This design comes from an exercise in tuning for small area on the open sky130 flow, not from production work. In this exercise RTL edits were held to simulation tests only and were not proved equivalent to the original. Power is estimated from default activity; no workload was simulated.

// ctrl_regs_top
module ctrl_regs_top (
  input  wire                                             clk,
  input  wire                                             rst_n,
  input  wire ctrl_pkg::addr_t                            awaddr_i,
  input  wire                                             awvalid_i,
  output wire                                             awready_o,
  input  wire ctrl_pkg::data_t                            wdata_i,
  input  wire ctrl_pkg::strb_t                            wstrb_i,
  input  wire                                             wvalid_i,
  output wire                                             wready_o,
  output wire                                             bvalid_o,
  input  wire                                             bready_i,
  input  wire ctrl_pkg::addr_t                            araddr_i,
  input  wire                                             arvalid_i,
  output wire                                             arready_o,
  output wire ctrl_pkg::data_t                            rdata_o,
  output wire                                             rvalid_o,
  input  wire                                             rready_i,
  output wire                                             ap_start_o,
  input  wire                                             ap_done_i,
  input  wire                                             ap_ready_i,
  input  wire                                             ap_idle_i,
  output wire                                             irq_o,
  output wire [2*6*32-1:0]          port_regs_o
);
Size: roughly 840 cells after synthesis, ~430 flip-flops, roughly 15,000 um2 of cells after synthesis.
==> flow/config.mk <==
export PLATFORM = sky130hd
export DESIGN_NAME = ctrl_regs_top
export DESIGN_NICKNAME = ctrl_regs_top
export VERILOG_FILES = /design/flow/design.v
export SDC_FILE = /design/flow/constraint.sdc
export NUM_CORES = 4
export LEC_CHECK = 0
export ABC_AREA = 1
export CAP_MARGIN = 0
export CORE_MARGIN = 2
export CORE_UTILIZATION = 60
export SLEW_MARGIN = 0
export SYNTH_HIERARCHICAL = 1
export SYNTH_MINIMUM_KEEP_SIZE = 0
==> flow/constraint.sdc <==
create_clock -name core_clock -period 10.0 [get_ports {clk}]
set_input_delay 2.0000 -clock core_clock [delete_from_list [all_inputs] [get_ports {clk}]]
set_output_delay 2.0000 -clock core_clock [all_outputs]
set_load 0.01 [all_outputs]
standard.sh (not shown) runs the stock make flow with config.mk's settings and CLKGATE_MAP_FILE= SYNTH_SCRIPT=/design/flow/synth_recipe.tcl, a recipe that flattens the netlist after the stock synthesis.
==> flow/flow/run.sh <==
#!/bin/bash
# The standard layout, with three changes:
#  - synthesis maps the logic with an area-oriented ABC script (flow/abc_area.script);
#    registers, their names and cells are those of the standard synthesis
#  - the port buffers use the smallest buffer cell
#  - clock tree: fewer, smaller clock buffers and no dummy loads
set -euo pipefail
rm -rf myscripts
cp -r "$FLOW_HOME/scripts" myscripts
cp flow/abc_area.script myscripts/abc_area.script
bash standard.sh SCRIPTS_DIR="$PWD/myscripts" synth > synth_make.log 2>&1
export BUFFER_PORTS_ARGS="-buffer_cell sky130_fd_sc_hd__buf_1"
export CTS_ARGS="-sink_clustering_enable -repair_clock_nets -dont_use_dummy_load -sink_clustering_size 16 -sink_clustering_max_diameter 80 -buf_list sky130_fd_sc_hd__clkbuf_8"
bash standard.sh > layout_make.log 2>&1
==> flow/flow/abc_area.script <==
strash
&get -n
&dch -f
&nf -R 1000
&put
topo
The starting point passed the timing, design-rule and antenna checks.
Next try:
--- a/flow/config.mk
+++ b/flow/config.mk
@@ -7,8 +7,9 @@
 export LEC_CHECK = 0
 export ABC_AREA = 1
-export CAP_MARGIN = 0
+export CAP_MARGIN = 5
 export CORE_MARGIN = 2
-export CORE_UTILIZATION = 60
-export SLEW_MARGIN = 0
+export CORE_UTILIZATION = 50
+export PLACE_DENSITY = 0.75
+export SLEW_MARGIN = 5
 export SYNTH_HIERARCHICAL = 1
 export SYNTH_MINIMUM_KEEP_SIZE = 0
The new run finished clean.
Critical path depth shrinks by 1.
Global-route usage goes down by 6.1 points.
First-iteration DRC count is lower by about 14%.
Clock power is lower by about 1%.
Cell area increases by about 0.36%.
Power barely changes.
Non-clock buffer count shrinks by 2.
Clock skew goes up by 12 ps.
Final cell count climbs by about 3.5%.
Next try:
--- a/flow/config.mk
+++ b/flow/config.mk
@@ -9,6 +9,6 @@
 export CAP_MARGIN = 5
 export CORE_MARGIN = 2
-export CORE_UTILIZATION = 50
-export PLACE_DENSITY = 0.75
+export CORE_UTILIZATION = 60
+export PLACE_DENSITY = 0.8
 export SLEW_MARGIN = 5
 export SYNTH_HIERARCHICAL = 1
=> Sequential share of layout area is higher by 0.26 points. Sequential power stays flat. Via count is higher by 4.7%. Worst setup slack loses 410 ps. Wire length is higher by 1.8%.
Next try:
--- a/flow/config.mk
+++ b/flow/config.mk
@@ -10,5 +10,4 @@
 export CORE_MARGIN = 2
 export CORE_UTILIZATION = 60
-export PLACE_DENSITY = 0.8
 export SLEW_MARGIN = 5
 export SYNTH_HIERARCHICAL = 1
What happened: The changed run passed the timing, design-rule and antenna checks. Global-route usage fell by 0.64 points. Power rose by 0.43%. Die area does not change. Count of clock-buffer cells in the layout stays the same. Fmax fell by 0.98%. Via count fell by 3.3%. Setup slack got worse by 46 ps. Utilization stays flat.

[port drivers added, routing unchanged]
The flow's constraints put no driver on any port. The routed layouts listed below were extracted and timed again, unchanged, in two steps.
Step 1 sets driving cells, clkbuf_16 on the clock port and buf_2 on the other inputs (assumed; they add their load-dependent delay and slew).
Step 2 times the ports against the registers' clock, not the clock port: input delays grow and output delays shrink by t, the midpoint of the rising clock arrivals with the driver on.
Three values: ideal, step 1, step 2; two values: the first two.
| run | t, ns | slack for setup (ns) | pins driven straight from the clock port |
|---|---|---|---|
| the first run | 0.658 | 5.259 / 5.286 / 4.628 | 1 |
| the second run | 0.649 | 5.717 / 5.744 / 5.095 | 1 |
| the third run | 0.631 | 5.306 / 5.326 / 4.694 | 1 |
| the fourth run | 0.658 | 5.259 / 5.286 / 4.628 | 1 |
After both steps every run listed still meets setup and hold.
